This is an optimization exercise on Yosys and OpenROAD, whose aim is small area, a short achievable clock period and few clock cycles, not a production implementation. No functional check of the RTL was part of any run shown here.

==> flow/design.v, too long to show whole: its modules and the start of the top module <==
// module iter_heaps: 2960 lines
// module iter_merge: 467 lines
// module scan_lane: 190 lines
// module view_control: 38 lines
// module fb_write_arbiter: 86 lines
// module mandel_render_top: 108 lines
module mandel_render_top #(
	parameter int SCREEN_W = 64,
	parameter int SCREEN_H = 48,
	parameter int MAX_ITER = 256,
	parameter int NUM_LANES = 2,
	parameter fixed_point_pkg::fixed_t BASE_STEP = 27'sd393216,
	parameter int ZOOM_MAX = 8
) (
	input  logic clk,
	input  logic reset,
	input  logic zoom_in_i,
	input  logic zoom_out_i,
	input  logic pan_left_i,
	input  logic pan_right_i,
	input  logic pan_up_i,
	input  logic pan_down_i,
	output logic psel_o,
	output logic penable_o,
	output logic pwrite_o,
	output logic [18:0] paddr_o,
	output logic [7:0] pwdata_o,
	input  logic pready_i,
	output logic frame_done_o
);
  // ...
==> flow/flow/run.sh <==
#!/bin/bash
# The standard layout (the standard.sh: standard synthesis, floorplan,
# placement, CTS, routing), with ORFS's timing repair asked for a setup
# margin of 10.5 ns: the clock, its 15 ns period and the I/O constraints are
# unchanged, repair just keeps going until paths are 10.5 ns inside them.
set -euo pipefail
export SETUP_SLACK_MARGIN=10.5
bash standard.sh > standard.log 2>&1
==> flow/standard.sh <==
#!/bin/bash
# synth_recipe.tcl (not shown) runs the flow's synth.tcl, then flattens the netlist and writes it again
# the make line also repeats each setting of config.mk as NAME=value (left out here)
make -C /OpenROAD-flow-scripts/flow DESIGN_CONFIG=/design/flow/config.mk WORK_HOME=/design/flow/orfs CLKGATE_MAP_FILE= SYNTH_SCRIPT=/design/flow/synth_recipe.tcl "${@:-finish}"
==> flow/config.mk <==
export PLATFORM = sky130hd
export DESIGN_NAME = mandel_render_top
export DESIGN_NICKNAME = mandel_render_top
export VERILOG_FILES = /design/flow/design.v
export SDC_FILE = /design/flow/constraint.sdc
export NUM_CORES = 4
export LEC_CHECK = 0
export CAP_MARGIN = 80
export CORE_MARGIN = 2
export CORE_UTILIZATION = 40
export SLEW_MARGIN = 80
==> flow/constraint.sdc <==
create_clock -name core_clock -period 15.0 [get_ports {clk}]
set_input_delay 3.0000 -clock core_clock [delete_from_list [all_inputs] [get_ports {clk}]]
set_output_delay 3.0000 -clock core_clock [all_outputs]
set_load 0.01 [all_outputs]
==> flow_metrics.py, run 1 <==
metrics = {
    "outcome": {
        "outcome": "complete, no violations",
    },
    "place": {
        "gp_congestion": 0.939,
        "port_buffers": 32,
    },
    "layout": {
        "drive_gt1_share_pct": 30.3,
        "num-nonclk-inverters": 1247,
        "seq_area_share_pct": 21.3,
        "multi_input_area_share_pct": 53.7,
        "dominant_cells": "multi-input gates",
    },
    "timing": {
        "finalCritPeriodShare_pct": 36.5,
        "rsz0062_at_grt": "true",
        "setup_viol": 0,
    },
    "clock_tree": {
        "cts_tree": "done",
        "holdBufCountCts": 0,
        "post-cts-setup-buffer-count": 335,
    },
    "critical_path": {
        "required_ns": 15.69,
        "critPathLaunchType": "flip-flop",
        "rr_worst_depth": 24,
        "worstReg2RegStart": "fb_write_arbiter_i.credits_q[0]",
    },
    "detailed_routing": {
        "drcViolationCount": 0,
        "dr.pass1.iters": 7,
        "wl_met3_mm": 34.8,
        "top_layer_used": "met5",
        "met1_length_mm": 91.1,
        "wl_met2_mm": 104,
        "drtIter0Drc": 6453,
    },
    "hold_path": {
        "hp-class": "reg2reg",
    },
    "grt": {
        "use_met3_pct": 10.0,
        "grt_max_degree": 49,
    },
    "die": {
        "num_rows": 150,
        "die_x_um": 414,
    },
    "yosys": {
        "muxShareOfSynthArea_pct": 2.17,
        "synth_ff_type": "dfxtp_1",
        "ys_top_cells_by_area": "fa_1 (28%), dfxtp_1 (20%), edfxtp_1 (7.8%), inv_1 (6.9%), ha_1 (6.3%)",
    },
}
==> module scan_lane, before the edit <==
module scan_lane (
	input  logic clk,
	input  logic rst,
	input  logic restart_i,
	input  logic init_i,
	input  fixed_point_pkg::fixed_t step_i,
	input  fixed_point_pkg::fixed_t pan_re_i,
	input  fixed_point_pkg::fixed_t pan_im_i,
	output logic push_o,
	output render_pkg::pixel_addr_t addr_o,
	output render_pkg::color_t color_o,
	input  logic credit_i,
	output logic take_o,
	output logic idle_o
);
	function automatic logic [25:0] booth_ctl(input fixed_point_pkg::fixed_t v);
		logic [12:0] one, two;
		logic lo;
		for (int k = 0; k < 13; k++) begin
			lo = (k == 0) ? 1'b0 : v[2 * k - 1];
			one[k] = v[2 * k] ^ lo;
			two[k] = !one[k] && (v[2 * k + 1] ^ v[2 * k]);
		end
		booth_ctl = {two, one};
	endfunction
	render_pkg::pixel_addr_t gen_addr;
	fixed_point_pkg::fixed_t gen_cr;
	fixed_point_pkg::fixed_t gen_ci;
	logic [25:0] gen_bc;
	logic gen_left;
	logic take;
	fixed_point_pkg::fixed_t row_re;
	fixed_point_pkg::fixed_t top_im;
	fixed_point_pkg::fixed_t next_ci;
	assign row_re = fixed_point_pkg::ORIGIN_RE + pan_re_i;
	assign top_im = fixed_point_pkg::ORIGIN_IM + pan_im_i;
	assign next_ci = gen_ci - step_i;
	always_ff @(posedge clk) begin
		if (rst || restart_i) begin
			gen_left <= 1'b0;
		end else if (init_i) begin
			gen_left <= 1'b1;
		end else if (take && gen_addr == 12'd3071) begin
			gen_left <= 1'b0;
		end
		if (init_i) begin
			gen_addr <= '0;
			gen_cr <= row_re;
			gen_ci <= top_im;
			gen_bc <= booth_ctl(top_im);
		end else if (take) begin
			gen_addr <= gen_addr + 1'b1;
			if (gen_addr[5:0] == 6'd63) begin
				gen_cr <= row_re;
				gen_ci <= next_ci;
				gen_bc <= booth_ctl(next_ci);
			end else begin
				gen_cr <= gen_cr + step_i;
			end
		end
	end
	logic s0_run;
	fixed_point_pkg::fixed_t s0_zr, s0_zi, s0_cr, s0_ci;
	logic [25:0] s0_bc;
	render_pkg::iter_t s0_n;
	logic [51:0] s0_sv;
	render_pkg::pixel_addr_t s0_addr;
	logic load;
	logic x_run;
	fixed_point_pkg::fixed_t x_zr, x_zi, x_cr, x_ci;
	logic [25:0] x_bc;
	render_pkg::iter_t x_n;
	logic [51:0] x_sv;
	render_pkg::pixel_addr_t x_addr;
	logic [51:0] x_zz;
	logic [49:0] a0, a1, b0, b1;
	logic [48:0] p0, p1;
	function automatic logic in_range(input fixed_point_pkg::fixed_t v);
		in_range = (v[26:24] == 3'b000) || (v[26:24] == 3'b111) ||
			(v == 27'sh1000000);
	endfunction
	assign load = !s0_run && gen_left && credit_i;
	assign take = load && !restart_i;
	assign take_o = take;
	always_comb begin
		if (load) begin
			x_run = 1'b1;
			x_zr = gen_cr;
			x_zi = gen_ci;
			x_bc = gen_bc;
			x_cr = gen_cr;
			x_ci = gen_ci;
			x_n = 9'd1;
			x_sv = {gen_cr[25:0], gen_ci[25:0]};
			x_addr = gen_addr;
		end else begin
			x_run = s0_run;
			x_zr = s0_zr;
			x_zi = s0_zi;
			x_bc = s0_bc;
			x_cr = s0_cr;
			x_ci = s0_ci;
			x_n = s0_n;
			x_sv = s0_sv;
			x_addr = s0_addr;
		end
	end
	assign x_zz = {x_zr[25:0], x_zi[25:0]};
	iter_heaps iter_heaps_i (
		.zr(x_zr[25:0]),
		.zi(x_zi[25:0]),
		.bone(x_bc[12:0]),
		.btwo(x_bc[25:13]),
		.cim(x_ci[26:1]),
		.a0(a0), .a1(a1),
		.b0(b0), .b1(b1),
		.p0(p0), .p1(p1)
	);
	logic s1_run;
	fixed_point_pkg::fixed_t s1_cr, s1_ci;
	render_pkg::iter_t s1_n;
	logic [51:0] s1_sv;
	render_pkg::pixel_addr_t s1_addr;
	logic s1_rng;
	logic s1_match;
	logic [49:0] s1_a0, s1_a1, s1_b0, s1_b1;
	logic [48:0] s1_p0, s1_p1;
	always_ff @(posedge clk) begin
		if (rst || restart_i)
			s1_run <= 1'b0;
		else
			s1_run <= x_run;
		s1_cr <= x_cr;
		s1_ci <= x_ci;
		s1_n <= x_n;
		s1_addr <= x_addr;
		if (x_n[3:0] == 4'd1)
			s1_sv <= x_zz;
		else
			s1_sv <= x_sv;
		s1_rng <= !(in_range(x_zr) && in_range(x_zi));
		s1_match <= (x_zz == x_sv) && (x_n != 9'd1);
		s1_a0 <= a0;
		s1_a1 <= a1;
		s1_b0 <= b0;
		s1_b1 <= b1;
		s1_p0 <= p0;
		s1_p1 <= p1;
	end
	logic [23:0] lo_a, lo_b, lo_p;
	logic [26:0] r0, r1, e0, e1, e_sum;
	fixed_point_pkg::fixed_t zr_new, zi_new;
	logic esc, fin;
	render_pkg::color_t fin_color;
	assign lo_a = {1'b0, s1_a0[22:0]} + {1'b0, s1_a1[22:0]};
	assign lo_b = {1'b0, s1_b0[22:0]} + {1'b0, s1_b1[22:0]};
	assign lo_p = {1'b0, s1_p0[22:0]} + {1'b0, s1_p1[22:0]};
	iter_merge iter_merge_i (
		.a0(s1_a0[49:23]), .a1(s1_a1[49:23]),
		.b0(s1_b0[49:23]), .b1(s1_b1[49:23]),
		.ca(lo_a[23]), .cb(lo_b[23]),
		.cr(s1_cr),
		.r0(r0), .r1(r1),
		.e0(e0), .e1(e1)
	);
	assign zr_new = r0 + r1;
	assign zi_new = {s1_p0[48:23] + s1_p1[48:23] + 26'(lo_p[23]), s1_ci[0]};
	assign e_sum = e0 + e1;
	assign esc = s1_rng || !e_sum[26];
	assign fin = esc || s1_n[8] || s1_match;
	assign fin_color = (esc && !s1_n[8]) ? render_pkg::escape_color(s1_n) : 8'h00;
	assign push_o = s1_run && fin && !restart_i;
	assign addr_o = s1_addr;
	assign color_o = fin_color;
	always_ff @(posedge clk) begin
		if (rst || restart_i)
			s0_run <= 1'b0;
		else
			s0_run <= s1_run && !fin;
		s0_zr <= zr_new;
		s0_zi <= zi_new;
		s0_bc <= booth_ctl(zi_new);
		s0_cr <= s1_cr;
		s0_ci <= s1_ci;
		s0_n <= s1_n + 1'b1;
		s0_sv <= s1_sv;
		s0_addr <= s1_addr;
	end
	assign idle_o = !gen_left && !s0_run && !s1_run;
endmodule
==> module fb_write_arbiter, before the edit <==
module fb_write_arbiter #(
	parameter int DEPTH = 4
) (
	input  logic clk,
	input  logic reset,
	input  logic flush_i,
	input  logic block_i,
	input  logic take_i,
	input  logic push_i,
	input  render_pkg::pixel_addr_t addr_i,
	input  render_pkg::color_t color_i,
	output logic credit_o,
	output logic quiet_o,
	output logic psel_o,
	output logic penable_o,
	output render_pkg::pixel_addr_t paddr_o,
	output render_pkg::color_t pwdata_o,
	input  logic pready_i
);
	localparam int AW = $clog2(DEPTH);
	render_pkg::pixel_addr_t addr_q [DEPTH];
	render_pkg::color_t color_q [DEPTH];
	logic [AW-1:0] rd_q;
	logic [AW-1:0] wr_q;
	logic [DEPTH-1:0] valid_q;
	logic [AW:0] credits_q;
	logic idle_q;
	logic setup_q;
	logic bus_free;
	logic pop;
	logic start;
	assign credit_o = (credits_q != '0);
	assign quiet_o = !valid_q[rd_q] && idle_q;
	assign bus_free = idle_q || (!setup_q && pready_i);
	assign pop = valid_q[rd_q] && !flush_i && bus_free;
	assign start = pop && !block_i;
	always_ff @(posedge clk) begin
		if (flush_i) begin
			rd_q <= '0;
			wr_q <= '0;
			valid_q <= '0;
			credits_q <= (AW+1)'(DEPTH);
		end else begin
			if (push_i) begin
				addr_q[wr_q] <= addr_i;
				color_q[wr_q] <= color_i;
				wr_q <= wr_q + 1'b1;
			end
			if (pop)
				rd_q <= rd_q + 1'b1;
			for (int k = 0; k < DEPTH; k++) begin
				if (push_i && wr_q == AW'(k))
					valid_q[k] <= 1'b1;
				else if (pop && rd_q == AW'(k))
					valid_q[k] <= 1'b0;
			end
			credits_q <= credits_q - (AW+1)'(take_i) + (AW+1)'(pop);
		end
	end
	always_ff @(posedge clk) begin
		if (reset) begin
			psel_o <= 1'b0;
			penable_o <= 1'b0;
			idle_q <= 1'b1;
			setup_q <= 1'b0;
		end else if (start) begin
			psel_o <= 1'b1;
			penable_o <= 1'b0;
			idle_q <= 1'b0;
			setup_q <= 1'b1;
		end else if (setup_q) begin
			penable_o <= 1'b1;
			setup_q <= 1'b0;
		end else if (!idle_q && pready_i) begin
			psel_o <= 1'b0;
			penable_o <= 1'b0;
			idle_q <= 1'b1;
		end
	end
	always_ff @(posedge clk) begin
		if (bus_free) begin
			paddr_o <= addr_q[rd_q];
			pwdata_o <= color_q[rd_q];
		end
	end
endmodule
==> module mandel_render_top, before the edit <==
module mandel_render_top #(
	parameter int SCREEN_W = 64,
	parameter int SCREEN_H = 48,
	parameter int MAX_ITER = 256,
	parameter int NUM_LANES = 2,
	parameter fixed_point_pkg::fixed_t BASE_STEP = 27'sd393216,
	parameter int ZOOM_MAX = 8
) (
	input  logic clk,
	input  logic reset,
	input  logic zoom_in_i,
	input  logic zoom_out_i,
	input  logic pan_left_i,
	input  logic pan_right_i,
	input  logic pan_up_i,
	input  logic pan_down_i,
	output logic psel_o,
	output logic penable_o,
	output logic pwrite_o,
	output logic [18:0] paddr_o,
	output logic [7:0] pwdata_o,
	input  logic pready_i,
	output logic frame_done_o
);
	logic [5:0] cmd_raw;
	logic [5:0] cmd_q;
	logic any_cmd_q;
	logic rst_q;
	logic init_q;
	logic flush;
	logic block;
	fixed_point_pkg::fixed_t step;
	fixed_point_pkg::fixed_t pan_re;
	fixed_point_pkg::fixed_t pan_im;
	logic push;
	render_pkg::pixel_addr_t push_addr;
	render_pkg::color_t push_color;
	logic credit;
	logic take;
	logic bus_quiet;
	logic engine_idle;
	render_pkg::pixel_addr_t paddr;
	logic complete;
	assign cmd_raw = {zoom_in_i, zoom_out_i, pan_left_i, pan_right_i, pan_up_i, pan_down_i};
	always_ff @(posedge clk) begin
		rst_q <= reset;
		if (reset) begin
			cmd_q <= '0;
			init_q <= 1'b0;
		end else begin
			cmd_q <= cmd_raw;
			init_q <= rst_q || (|cmd_q);
		end
	end
	assign any_cmd_q = |cmd_q;
	assign flush = rst_q || any_cmd_q;
	assign block = |cmd_raw;
	view_control view_control_i (
		.clk(clk),
		.rst(rst_q),
		.cmd_i(cmd_q),
		.step_o(step),
		.pan_re_o(pan_re),
		.pan_im_o(pan_im)
	);
	scan_lane scan_lane_i (
		.clk(clk),
		.rst(rst_q),
		.restart_i(any_cmd_q),
		.init_i(init_q),
		.step_i(step),
		.pan_re_i(pan_re),
		.pan_im_i(pan_im),
		.push_o(push),
		.addr_o(push_addr),
		.color_o(push_color),
		.credit_i(credit),
		.take_o(take),
		.idle_o(engine_idle)
	);
	fb_write_arbiter fb_write_arbiter_i (
		.clk(clk),
		.reset(reset),
		.flush_i(flush),
		.block_i(block),
		.take_i(take),
		.push_i(push),
		.addr_i(push_addr),
		.color_i(push_color),
		.credit_o(credit),
		.quiet_o(bus_quiet),
		.psel_o(psel_o),
		.penable_o(penable_o),
		.paddr_o(paddr),
		.pwdata_o(pwdata_o),
		.pready_i(pready_i)
	);
	assign pwrite_o = psel_o;
	assign paddr_o = {7'd0, paddr};
	assign complete = engine_idle && bus_quiet &&
		!init_q && !any_cmd_q && !rst_q;
	always_ff @(posedge clk) begin
		if (reset)
			frame_done_o <= 1'b0;
		else
			frame_done_o <= complete;
	end
endmodule
==> inputs of run 2 (changes only) <==
--- a/flow/design.v
+++ b/flow/design.v
@@ -25,2 +25,40 @@
 	endfunction
+	function automatic logic [26:0] ks_add27(input logic [26:0] a, input logic [26:0] b,
+		input logic cin);
+		logic [26:0] g, p, gg, pp, gn, pn;
+		logic [26:0] c;
+		g = a & b;
+		p = a ^ b;
+		gg = g;
+		pp = p;
+		gg[0] = g[0] | (p[0] & cin);
+		for (int d = 1; d < 27; d = d * 2) begin
+			gn = gg;
+			pn = pp;
+			for (int i = d; i < 27; i++) begin
+				gn[i] = gg[i] | (pp[i] & gg[i - d]);
+				pn[i] = pp[i] & pp[i - d];
+			end
+			gg = gn;
+			pp = pn;
+		end
+		c = {gg[25:0], cin};
+		ks_add27 = p ^ c;
+	endfunction
+	function automatic logic ks_carry23(input logic [22:0] a, input logic [22:0] b);
+		logic [22:0] gg, pp, gn, pn;
+		gg = a & b;
+		pp = a | b;
+		for (int d = 1; d < 23; d = d * 2) begin
+			gn = gg;
+			pn = pp;
+			for (int i = d; i < 23; i++) begin
+				gn[i] = gg[i] | (pp[i] & gg[i - d]);
+				pn[i] = pp[i] & pp[i - d];
+			end
+			gg = gn;
+			pp = pn;
+		end
+		ks_carry23 = gg[22];
+	endfunction
 endpackage
@@ -3465,3 +3503,3 @@
 	output render_pkg::color_t color_o,
-	input  logic credit_i,
+	input  logic credit_nx_i,
 	output logic take_o,
@@ -3491,10 +3529,6 @@
 	assign next_ci = gen_ci - step_i;
+	assign gen_left_nx = !(rst || restart_i) &&
+		(init_i || (gen_left && !(take && gen_addr == 12'd3071)));
 	always_ff @(posedge clk) begin
-		if (rst || restart_i) begin
-			gen_left <= 1'b0;
-		end else if (init_i) begin
-			gen_left <= 1'b1;
-		end else if (take && gen_addr == 12'd3071) begin
-			gen_left <= 1'b0;
-		end
+		gen_left <= gen_left_nx;
 		if (init_i) begin
@@ -3521,2 +3555,3 @@
 	render_pkg::pixel_addr_t s0_addr;
+	logic s0_load;
 	logic load;
@@ -3535,3 +3570,3 @@
 	endfunction
-	assign load = !s0_run && gen_left && credit_i;
+	assign load = s0_load;
 	assign take = load && !restart_i;
@@ -3603,4 +3638,5 @@
 	end
-	logic [23:0] lo_a, lo_b, lo_p;
-	logic [26:0] r0, r1, e0, e1, e_sum;
+	logic ca, cb, cp;
+	logic gen_left_nx;
+	logic [26:0] r0, r1, e0, e1, e_sum, zi_sum;
 	fixed_point_pkg::fixed_t zr_new, zi_new;
@@ -3608,5 +3644,5 @@
 	render_pkg::color_t fin_color;
-	assign lo_a = {1'b0, s1_a0[22:0]} + {1'b0, s1_a1[22:0]};
-	assign lo_b = {1'b0, s1_b0[22:0]} + {1'b0, s1_b1[22:0]};
-	assign lo_p = {1'b0, s1_p0[22:0]} + {1'b0, s1_p1[22:0]};
+	assign ca = render_pkg::ks_carry23(s1_a0[22:0], s1_a1[22:0]);
+	assign cb = render_pkg::ks_carry23(s1_b0[22:0], s1_b1[22:0]);
+	assign cp = render_pkg::ks_carry23(s1_p0[22:0], s1_p1[22:0]);
 	iter_merge iter_merge_i (
@@ -3614,3 +3650,3 @@
 		.b0(s1_b0[49:23]), .b1(s1_b1[49:23]),
-		.ca(lo_a[23]), .cb(lo_b[23]),
+		.ca(ca), .cb(cb),
 		.cr(s1_cr),
@@ -3619,5 +3655,6 @@
 	);
-	assign zr_new = r0 + r1;
-	assign zi_new = {s1_p0[48:23] + s1_p1[48:23] + 26'(lo_p[23]), s1_ci[0]};
-	assign e_sum = e0 + e1;
+	assign zr_new = render_pkg::ks_add27(r0, r1, 1'b0);
+	assign zi_sum = render_pkg::ks_add27({1'b0, s1_p0[48:23]}, {1'b0, s1_p1[48:23]}, cp);
+	assign zi_new = {zi_sum[25:0], s1_ci[0]};
+	assign e_sum = render_pkg::ks_add27(e0, e1, 1'b0);
 	assign esc = s1_rng || !e_sum[26];
@@ -3629,6 +3666,9 @@
 	always_ff @(posedge clk) begin
-		if (rst || restart_i)
+		if (rst || restart_i) begin
 			s0_run <= 1'b0;
-		else
+			s0_load <= 1'b0;
+		end else begin
 			s0_run <= s1_run && !fin;
+			s0_load <= !(s1_run && !fin) && gen_left_nx && credit_nx_i;
+		end
 		s0_zr <= zr_new;
@@ -3695,3 +3735,3 @@
 	input  render_pkg::color_t color_i,
-	output logic credit_o,
+	output logic credit_nx_o,
 	output logic quiet_o,
@@ -3710,2 +3750,3 @@
 	logic [AW:0] credits_q;
+	logic [AW:0] credits_nx;
 	logic idle_q;
@@ -3715,3 +3756,5 @@
 	logic start;
-	assign credit_o = (credits_q != '0);
+	assign credits_nx = flush_i ? (AW+1)'(DEPTH) :
+		credits_q - (AW+1)'(take_i) + (AW+1)'(pop);
+	assign credit_nx_o = (credits_nx != '0);
 	assign quiet_o = !valid_q[rd_q] && idle_q;
@@ -3720,2 +3763,4 @@
 	assign start = pop && !block_i;
+	always_ff @(posedge clk)
+		credits_q <= credits_nx;
 	always_ff @(posedge clk) begin
@@ -3725,3 +3770,2 @@
 			valid_q <= '0;
-			credits_q <= (AW+1)'(DEPTH);
 		end else begin
@@ -3740,3 +3784,2 @@
 			end
-			credits_q <= credits_q - (AW+1)'(take_i) + (AW+1)'(pop);
 		end
@@ -3808,3 +3851,3 @@
 	render_pkg::color_t push_color;
-	logic credit;
+	logic credit_nx;
 	logic take;
@@ -3847,3 +3890,3 @@
 		.color_o(push_color),
-		.credit_i(credit),
+		.credit_nx_i(credit_nx),
 		.take_o(take),
@@ -3860,3 +3903,3 @@
 		.color_i(push_color),
-		.credit_o(credit),
+		.credit_nx_o(credit_nx),
 		.quiet_o(bus_quiet),
==> flow/run.sh (new file) <==
#!/bin/bash
# synth_recipe.tcl (not shown) runs the flow's synth.tcl, then flattens the netlist and writes it again
# the make line also repeats each setting of config.mk as NAME=value (left out here)
make -C /OpenROAD-flow-scripts/flow DESIGN_CONFIG=/design/flow/config.mk WORK_HOME=/design/flow/orfs CLKGATE_MAP_FILE= SYNTH_SCRIPT=/design/flow/synth_recipe.tcl finish
removed: flow/flow/run.sh
removed: flow/standard.sh
==> run 2 against run 1 <==
Routed wire length down 15%. Critical path type unchanged. Synthesized cell count shrank 0.64%. Critical path depth is 3 lower. Critical endpoint is now scan_lane_i.s0_bc[25]. Worst setup slack got worse by 0.99 ns. Clock skew increased by 0.024 ns. Non-clock buffer count fell by 452.
==> flow_metrics.py, run 2 <==
metrics = {
    "yosys": {
        "async_flop_share_pct": 0,
        "ys_seq_area_share_pct": 28.6,
        "synthTopCellsByCount": "inv_1 (1296), fa_1 (932), dfxtp_1 (688), nor2_1 (622), xnor2_1 (409)",
        "syn-cell-area_um2": 66500,
        "synth_ff_type": "dfxtp_1",
        "synth-edff-count": 174,
        "netlist.area_leader.share_pct": 28.0,
        "ys_warn_count": 4,
        "synth_top_cell_by_area": "fa_1",
        "yosys.cell_types.count": 87,
        "ys_top_cells_by_area": "fa_1 (28%), dfxtp_1 (21%), edfxtp_1 (7.9%), inv_1 (7.3%), xnor2_1 (5.4%)",
        "yosysMostFrequentCell": "inv_1",
        "synth-seq-cells": 862,
        "syn_avg_cell_area_um2": 9.79,
        "syn_inst": 6793,
    },
    "grt": {
        "grt_pass1_vias": 51900,
        "grt_overflow": 0,
        "track_usage_pct": 25.4,
        "antenna_found_initial": 11,
        "grt_pass1_wl_mm": 324,
        "grt_max_degree": 36,
    },
    "detailed_routing": {
        "dr.pass1.iters": 9,
        "post_drt_via_cell_ratio": 5.40,
        "drtIter0Drc": 4760,
        "wl_per_cell_um": 23.2,
        "vias": 49900,
        "ant_nets": 0,
        "drt-total-wl_mm": 214,
        "drcViolationCount": 0,
    },
    "die": {
        "start_util_pct": 40.3,
        "die_area_um2": 170000,
        "die_y_um": 412,
        "coreArea_um2": 165000,
        "num_rows": 149,
        "die_x_um": 412,
        "pin_count": 40,
    },
    "hold_path": {
        "hp-class": "reg2reg",
        "hold_path_depth": 0,
        "min_to": "scan_lane_i.s0_ci[23]",
        "hp-start": "scan_lane_i.s1_ci[23]",
    },
    "place": {
        "dp_hpwl_mm": 164,
        "dp.cells": 9032,
        "gp_congestion": 0.957,
        "port_buffers": 32,
    },
    "critical_path": {
        "cp_max_fo": 4,
        "worstReg2RegStart": "scan_lane_i.s1_p0[6]",
        "endpoint_kind": "flip-flop",
        "critPathLaunchType": "flip-flop",
        "rr_worst_depth": 21,
        "r2r_end": "scan_lane_i.s0_bc[25]",
        "worstPathArrival_ns": 7.10,
        "r2r_setup_slack_ns": 8.53,
        "critPathKind": "reg2reg",
        "required_ns": 15.63,
    },
    "timing": {
        "fin_crit_ns": 6.47,
        "fmaxAchievable_mhz": 155,
        "holdWs_ns": 0.325,
        "final_max_slew_viol_count": 0,
        "rsz0062_at_grt": "false",
        "finalCritPeriodShare_pct": 43.1,
        "fin_skew_ns": 0.0728,
        "setup-tns-final_ns": 0,
        "final_hold_viol_count": 0,
        "setup_viol": 0,
    },
    "layout": {
        "drive_gt1_share_pct": 15.0,
        "final_nets": 8186,
        "areaGrowthSynthToFinish_pct": 19.0,
        "final_common_cell": "inv_1",
        "layout_common_cells": "inv_1 (1284), fa_1 (931), dfxtp_1 (609)",
        "largestRegisters": "scan_lane_i.s0_sv x52, scan_lane_i.s1_sv x52, scan_lane_i.s1_p0 x49",
        "layout.cells.non_filler": 9242,
    },
    "clock_tree": {
        "clk_latency_ns": 0.77,
        "holdBufCountCts": 0,
        "cts.repair.resized": 0,
        "cts-root-buf": "clkbuf_16",
        "clock_path_buffers": 3,
        "cts_sinks": 862,
        "clk_pin_slew_ns": 0.06,
        "cts_tree": "done",
        "htreeDepth": 3,
        "cts_inserted_buffers": 97,
        "post-cts-setup-buffer-count": 0,
    },
    "flow_run": {
        "drv_cap": 0,
    },
    "outcome": {
        "outcome": "complete, no violations",
    },
}
[run 2: changes by cell type after synthesis, sizes merged, moves of 64 or more]
cell    previous run  this run
nand2            480       318
buf              208        82
clkbuf           165       268
and3             106        22
o21ai            139       222
inv             1238      1302
[run 2: layout make-up]
type	instances	area (um^2)
multi-input cells	4277	44100
clock buffers	134	2870
inverters	1311	4970
well taps	2189	2740
clock inverters	49	706
fillers	14900	85800
flip-flops and latches	862	19200
repair buffers	416	4600
diodes	4	10.0
[run 2: worst max path at each step]
| stage | from | end | slack [ns] | depth (start not counted) |
|---|---|---|---|---|
| 3_3_place_gp | scan_lane_i.s1_a0[2] | fb_write_arbiter_i.addr_q[1][1] | 8.02 | 22 |
| 6_report | scan_lane_i.s1_p0[6] | scan_lane_i.s0_bc[25] | 8.53 | 21 |
| 3_5_place_dp | scan_lane_i.s1_p1[6] | scan_lane_i.s0_bc[25] | 8.61 | 21 |
| 5_1_grt | scan_lane_i.s1_a1[2] | fb_write_arbiter_i.color_q[1][2] | 8.23 | 27 |
| 2_1_floorplan | scan_lane_i.s1_a0[2] | fb_write_arbiter_i.addr_q[0][0] | 9.36 | 22 |
| 4_1_cts | scan_lane_i.s1_p0[6] | scan_lane_i.s0_bc[25] | 8.60 | 21 |
[run 2: per-layer routing]
| layer | share of wire, % | track usage, % |
|---|---|---|
| met5 | 0.018 | 0 |
| met1 | 41 | 34.2 |
| met4 | 5.7 | 12.3 |
| met3 | 10 | 6.56 |
| met2 | 43 | 38.2 |
[run 2: critical path: stages, from the launching register on]
cell and delay (ns):
dfxtp_1 0.32, a31oi_1 0.22, o221ai_1 0.15, o21a_1 0.20
maj3_2 0.36, o311ai_1 0.26, nand3_1 0.23, maj3_1 0.42
maj3_2 0.32, maj3_2 0.33, fa_2 0.44, fa_1 0.55
a211oi_2 0.36, o21a_1 0.24, o211ai_1 0.15, buf_1 0.17
a221o_2 0.44, o21ai_2 0.26, o21ai_2 0.14, a31oi_4 0.27
mux2_2 0.36, a22o_1 0.19
[run 2: per-stage QoR]
stage	util [%]	setup slack [ns]	instance area, um^2
finish	48.0	8.53	79200
global route	48.0	8.23	79200
CTS	47.4	8.60	78300
floorplan	-	9.36	66600
detailed placement	45.3	8.61	74700
global placement	42.3	8.02	69700
[run 2: cell families (layout without fill, tap and decap cells)]
logic type / Yosys count / count (layout) / synth area share [%]
buf+inv: 1661 / 1910 / 9.45
simple gates: 1354 / 1354 / 9.09
fa+ha+maj: 1220 / 1220 / 33.4
compound gates: 1014 / 1014 / 9.82
flops: 862 / 862 / 28.6
xor+xnor: 548 / 548 / 7.21
mux: 133 / 133 / 2.44
other cells: 1 / 12 / 0.00564
==> inputs of run 3 (changes only) <==
--- a/flow/design.v
+++ b/flow/design.v
@@ -3517,2 +3517,6 @@
 	endfunction
+	function automatic logic in_range(input fixed_point_pkg::fixed_t v);
+		in_range = (v[26:24] == 3'b000) || (v[26:24] == 3'b111) ||
+			(v == 27'sh1000000);
+	endfunction
 	render_pkg::pixel_addr_t gen_addr;
@@ -3520,4 +3524,4 @@
 	fixed_point_pkg::fixed_t gen_ci;
-	logic [25:0] gen_bc;
 	logic gen_left;
+	logic gen_left_nx;
 	logic take;
@@ -3525,6 +3529,4 @@
 	fixed_point_pkg::fixed_t top_im;
-	fixed_point_pkg::fixed_t next_ci;
 	assign row_re = fixed_point_pkg::ORIGIN_RE + pan_re_i;
 	assign top_im = fixed_point_pkg::ORIGIN_IM + pan_im_i;
-	assign next_ci = gen_ci - step_i;
 	assign gen_left_nx = !(rst || restart_i) &&
@@ -3537,3 +3539,2 @@
 			gen_ci <= top_im;
-			gen_bc <= booth_ctl(top_im);
 		end else if (take) begin
@@ -3542,4 +3543,3 @@
 				gen_cr <= row_re;
-				gen_ci <= next_ci;
-				gen_bc <= booth_ctl(next_ci);
+				gen_ci <= gen_ci - step_i;
 			end else begin
@@ -3555,50 +3555,12 @@
 	render_pkg::pixel_addr_t s0_addr;
-	logic s0_load;
-	logic load;
-	logic x_run;
-	fixed_point_pkg::fixed_t x_zr, x_zi, x_cr, x_ci;
-	logic [25:0] x_bc;
-	render_pkg::iter_t x_n;
-	logic [51:0] x_sv;
-	render_pkg::pixel_addr_t x_addr;
-	logic [51:0] x_zz;
+	logic [51:0] s0_zz;
 	logic [49:0] a0, a1, b0, b1;
 	logic [48:0] p0, p1;
-	function automatic logic in_range(input fixed_point_pkg::fixed_t v);
-		in_range = (v[26:24] == 3'b000) || (v[26:24] == 3'b111) ||
-			(v == 27'sh1000000);
-	endfunction
-	assign load = s0_load;
-	assign take = load && !restart_i;
-	assign take_o = take;
-	always_comb begin
-		if (load) begin
-			x_run = 1'b1;
-			x_zr = gen_cr;
-			x_zi = gen_ci;
-			x_bc = gen_bc;
-			x_cr = gen_cr;
-			x_ci = gen_ci;
-			x_n = 9'd1;
-			x_sv = {gen_cr[25:0], gen_ci[25:0]};
-			x_addr = gen_addr;
-		end else begin
-			x_run = s0_run;
-			x_zr = s0_zr;
-			x_zi = s0_zi;
-			x_bc = s0_bc;
-			x_cr = s0_cr;
-			x_ci = s0_ci;
-			x_n = s0_n;
-			x_sv = s0_sv;
-			x_addr = s0_addr;
-		end
-	end
-	assign x_zz = {x_zr[25:0], x_zi[25:0]};
+	assign s0_zz = {s0_zr[25:0], s0_zi[25:0]};
 	iter_heaps iter_heaps_i (
-		.zr(x_zr[25:0]),
-		.zi(x_zi[25:0]),
-		.bone(x_bc[12:0]),
-		.btwo(x_bc[25:13]),
-		.cim(x_ci[26:1]),
+		.zr(s0_zr[25:0]),
+		.zi(s0_zi[25:0]),
+		.bone(s0_bc[12:0]),
+		.btwo(s0_bc[25:13]),
+		.cim(s0_ci[26:1]),
 		.a0(a0), .a1(a1),
@@ -3620,13 +3582,13 @@
 		else
-			s1_run <= x_run;
-		s1_cr <= x_cr;
-		s1_ci <= x_ci;
-		s1_n <= x_n;
-		s1_addr <= x_addr;
-		if (x_n[3:0] == 4'd1)
-			s1_sv <= x_zz;
+			s1_run <= s0_run;
+		s1_cr <= s0_cr;
+		s1_ci <= s0_ci;
+		s1_n <= s0_n;
+		s1_addr <= s0_addr;
+		if (s0_n[3:0] == 4'd1)
+			s1_sv <= s0_zz;
 		else
-			s1_sv <= x_sv;
-		s1_rng <= !(in_range(x_zr) && in_range(x_zi));
-		s1_match <= (x_zz == x_sv) && (x_n != 9'd1);
+			s1_sv <= s0_sv;
+		s1_rng <= !(in_range(s0_zr) && in_range(s0_zi));
+		s1_match <= (s0_zz == s0_sv) && (s0_n != 9'd1);
 		s1_a0 <= a0;
@@ -3639,3 +3601,2 @@
 	logic ca, cb, cp;
-	logic gen_left_nx;
 	logic [26:0] r0, r1, e0, e1, e_sum, zi_sum;
@@ -3643,3 +3604,2 @@
 	logic esc, fin;
-	render_pkg::color_t fin_color;
 	assign ca = render_pkg::ks_carry23(s1_a0[22:0], s1_a1[22:0]);
@@ -3661,24 +3621,55 @@
 	assign fin = esc || s1_n[8] || s1_match;
-	assign fin_color = (esc && !s1_n[8]) ? render_pkg::escape_color(s1_n) : 8'h00;
 	assign push_o = s1_run && fin && !restart_i;
 	assign addr_o = s1_addr;
-	assign color_o = fin_color;
+	assign color_o = (esc && !s1_n[8]) ? render_pkg::escape_color(s1_n) : 8'h00;
+	logic s2_run;
+	logic s2_load;
+	fixed_point_pkg::fixed_t s2_zr, s2_zi, s2_cr, s2_ci;
+	render_pkg::iter_t s2_n;
+	logic [51:0] s2_sv;
+	render_pkg::pixel_addr_t s2_addr;
 	always_ff @(posedge clk) begin
 		if (rst || restart_i) begin
+			s2_run <= 1'b0;
+			s2_load <= 1'b0;
+		end else begin
+			s2_run <= s1_run && !fin;
+			s2_load <= !(s1_run && !fin) && gen_left_nx && credit_nx_i;
+		end
+		s2_zr <= zr_new;
+		s2_zi <= zi_new;
+		s2_cr <= s1_cr;
+		s2_ci <= s1_ci;
+		s2_n <= s1_n + 1'b1;
+		s2_sv <= s1_sv;
+		s2_addr <= s1_addr;
+	end
+	assign take = s2_load && !restart_i;
+	assign take_o = take;
+	always_ff @(posedge clk) begin
+		if (rst || restart_i)
 			s0_run <= 1'b0;
-			s0_load <= 1'b0;
+		else
+			s0_run <= s2_run || s2_load;
+		if (s2_load) begin
+			s0_zr <= gen_cr;
+			s0_zi <= gen_ci;
+			s0_bc <= booth_ctl(gen_ci);
+			s0_cr <= gen_cr;
+			s0_ci <= gen_ci;
+			s0_n <= 9'd1;
+			s0_sv <= {gen_cr[25:0], gen_ci[25:0]};
+			s0_addr <= gen_addr;
 		end else begin
-			s0_run <= s1_run && !fin;
-			s0_load <= !(s1_run && !fin) && gen_left_nx && credit_nx_i;
+			s0_zr <= s2_zr;
+			s0_zi <= s2_zi;
+			s0_bc <= booth_ctl(s2_zi);
+			s0_cr <= s2_cr;
+			s0_ci <= s2_ci;
+			s0_n <= s2_n;
+			s0_sv <= s2_sv;
+			s0_addr <= s2_addr;
 		end
-		s0_zr <= zr_new;
-		s0_zi <= zi_new;
-		s0_bc <= booth_ctl(zi_new);
-		s0_cr <= s1_cr;
-		s0_ci <= s1_ci;
-		s0_n <= s1_n + 1'b1;
-		s0_sv <= s1_sv;
-		s0_addr <= s1_addr;
 	end
-	assign idle_o = !gen_left && !s0_run && !s1_run;
+	assign idle_o = !gen_left && !s0_run && !s1_run && !s2_run;
 endmodule
==> run 3 against run 2 <==
Still clean. Routed wire length down 10%. Register-to-register slack worse by 0.08 ns. Sequential cell count up 157. Via count down 3.1%. Sequential share of layout area up 2.7 points.
==> flow_metrics.py, run 3 <==
metrics = {
    "die": {
        "num_rows": 154,
        "die_x_um": 424,
        "die_area_um2": 180000,
        "pin_count": 40,
        "coreArea_um2": 176000,
        "start_util_pct": 40.2,
        "die_y_um": 424,
    },
    "yosys": {
        "netlist.area_leader.share_pct": 26.4,
        "synth-edff-count": 150,
        "yosys.cell_types.count": 92,
        "async_flop_share_pct": 0,
        "syn_inst": 7005,
        "synthTopCellsByCount": "inv_1 (1382), fa_1 (932), dfxtp_1 (869), and2_1 (525), clkbuf_1 (341)",
        "ys_top_cells_by_area": "fa_1 (26%), dfxtp_1 (25%), inv_1 (7.3%), edfxtp_1 (6.4%), ha_1 (5.1%)",
        "ys_warn_count": 4,
        "yosysMostFrequentCell": "inv_1",
        "synth_top_cell_by_area": "fa_1",
        "synth-seq-cells": 1019,
        "syn-cell-area_um2": 70600,
        "syn_avg_cell_area_um2": 10.1,
        "ys_seq_area_share_pct": 31.0,
        "synth_ff_type": "dfxtp_1",
    },
    "layout": {
        "post-route-util_pct": 46.7,
        "final_nets": 8253,
        "largestRegisters": "scan_lane_i.s0_sv x52, scan_lane_i.s1_sv x52, scan_lane_i.s2_sv x52",
        "final_common_cell": "inv_1",
        "layout_common_cells": "inv_1 (1369), fa_1 (932), dfxtp_1 (803)",
        "areaGrowthSynthToFinish_pct": 16.2,
        "layout.cells.non_filler": 9461,
        "fin_area_um2": 82100,
        "drive_gt1_share_pct": 11.8,
    },
    "timing": {
        "fmaxAchievable_mhz": 153,
        "finalCritPeriodShare_pct": 43.7,
        "fin_crit_ns": 6.55,
        "setup_viol": 0,
        "final_max_slew_viol_count": 0,
        "setup-tns-final_ns": 0,
        "final_hold_viol_count": 0,
        "rsz0062_at_grt": "false",
        "fin_skew_ns": 0.0959,
    },
    "grt": {
        "grt_pass1_wl_mm": 302,
        "grt_overflow": 0,
        "grt_max_degree": 38,
        "track_usage_pct": 21.7,
        "antenna_found_initial": 3,
        "grt_pass1_vias": 51800,
    },
    "place": {
        "gp_congestion": 0.871,
        "port_buffers": 32,
        "place_area_um2": 77300,
        "dp_hpwl_mm": 142,
        "dp.cells": 9237,
    },
    "critical_path": {
        "worstPathArrival_ns": 7.20,
        "endpoint_kind": "flip-flop",
        "cp_max_fo": 4,
        "critPathLaunchType": "flip-flop",
        "required_ns": 15.65,
        "critPathKind": "reg2reg",
    },
    "clock_tree": {
        "htreeDepth": 3,
        "cts_inserted_buffers": 108,
        "cts_tree": "done",
        "post-cts-setup-buffer-count": 0,
        "cts.repair.resized": 0,
        "clk_pin_slew_ns": 0.07,
        "clock_path_buffers": 3,
        "holdBufCountCts": 0,
        "cts-root-buf": "clkbuf_16",
        "clk_latency_ns": 0.79,
        "cts_sinks": 1019,
    },
    "outcome": {
        "outcome": "complete, no violations",
    },
    "detailed_routing": {
        "wl_per_cell_um": 20.3,
        "drt-total-wl_mm": 192,
        "ant_nets": 0,
        "vias": 48400,
        "drtIter0Drc": 3934,
        "drcViolationCount": 0,
        "post_drt_via_cell_ratio": 5.11,
        "dr.pass1.iters": 8,
    },
    "hold_path": {
        "hp-class": "reg2reg",
    },
    "flow_run": {
        "drv_cap": 0,
    },
}
==> run 3: cell families (layout without fill, tap and decap cells) <==
family / Yosys count / after routing / share of synthesized area [%]
AO/OA/AOI/OAI: 959 / 959 / 9.02
other: 1 / 10 / 0.00531
buffers and inverters: 1807 / 1914 / 9.64
flip-flops: 1019 / 1019 / 31.0
XOR/XNOR: 548 / 548 / 6.82
adder cells (fa/ha/maj): 1226 / 1226 / 31.6
multiplexers: 99 / 99 / 1.90
AND/OR/NAND/NOR: 1346 / 1346 / 10.0
==> run 3: through the flow <==
stage / setup slack [ns] / hold slack (ns)
final: 8.45 / 0.273
after floorplan: 9.27 / 0.310
after global routing: 8.09 / 0.292
after global placement: 8.15 / 0.310
after CTS: 8.36 / 0.273
after detailed placement: 8.41 / 0.312
==> run 3: layer usage <==
layer,up-vias,GRT usage [%],routed length (um)
met2,1592,35.3,89400
met3,430,3.35,12000
met5,-,0,13
li1,21800,-,-
met4,2,9.03,8890
met1,24500,28.8,81700
==> run 3: final timing paths <==
check	start	end	slack [ns]	cells after the start
worst max-delay path	scan_lane_i.s1_a1[4]	scan_lane_i.s2_zr[24]	8.45	26
worst min register to register	scan_lane_i.s1_sv[31]	scan_lane_i.s2_sv[31]	0.27	0
worst max register to register	scan_lane_i.s1_a1[4]	scan_lane_i.s2_zr[24]	8.45	26
worst min-delay path	scan_lane_i.s1_sv[31]	scan_lane_i.s2_sv[31]	0.27	0
==> run 3: final cells by class <==
class	instances	area (um^2)
antenna	3	7.51
timing repair buffer	325	4560
tap	2340	2930
multi-input combinational	4185	43200
clock buffer	149	3200
inverter	1386	5220
clock inverter	54	870
sequential	1019	22100
fill	16000	93600
==> run 3: critical path, stage by stage, from the launching register on <==
cell and delay [ns]:
dfxtp_1 0.31, o2111a_1 0.24, a221oi_1 0.20, o21ai_0 0.16
maj3_1 0.40, o31a_1 0.27, a2111oi_2 0.28, nor3_1 0.12
o221ai_1 0.08, and3_2 0.30, fa_1 0.42, inv_1 0.07
ha_1 0.22, ha_1 0.21, fa_1 0.43, a211o_1 0.35
a2111oi_4 0.31, buf_1 0.22, nor3b_4 0.08, o41ai_4 0.29
buf_1 0.21, clkdlybuf4s25_1 0.33, o21ai_2 0.11, a21oi_2 0.26
a31oi_2 0.17, or3_1 0.36, o311ai_1 0.09

[port drivers added, routing unchanged]
Ports are ideal in the flow. The routed layouts listed here were re-timed in OpenROAD. Step 1 (the two cells are an assumption about what drives the block):
set clk [get_ports {clk}]
set_driving_cell -lib_cell sky130_fd_sc_hd__clkbuf_16 $clk
set_driving_cell -lib_cell sky130_fd_sc_hd__buf_2 [delete_from_list [all_inputs] $clk]
Step 2, shift: input delay + t, output delay - t, t = (earliest + latest rising clock arrival at the registers) / 2. This alone moves slack from input paths to output paths. Three values: ideal, step 1, step 2; two values: the first two.
run | shift t [ns] | setup slack, ns | worst setup path after step 2 | clock arrival spread, ns | slew at the worst register clock pin (ns)
run 1 | 0.832 | 9.518 / 9.518 / 9.518 | register to register | 0.050 / 0.050 | 0.07 / 0.07
run 2 | 0.816 | 8.529 / 8.529 / 8.529 | register to register | 0.073 / 0.073 | 0.07 / 0.07
run 3 | 0.837 | 8.451 / 8.451 / 8.451 | register to register | 0.099 / 0.099 | 0.07 / 0.07
After both steps setup and hold are still met in every run listed.
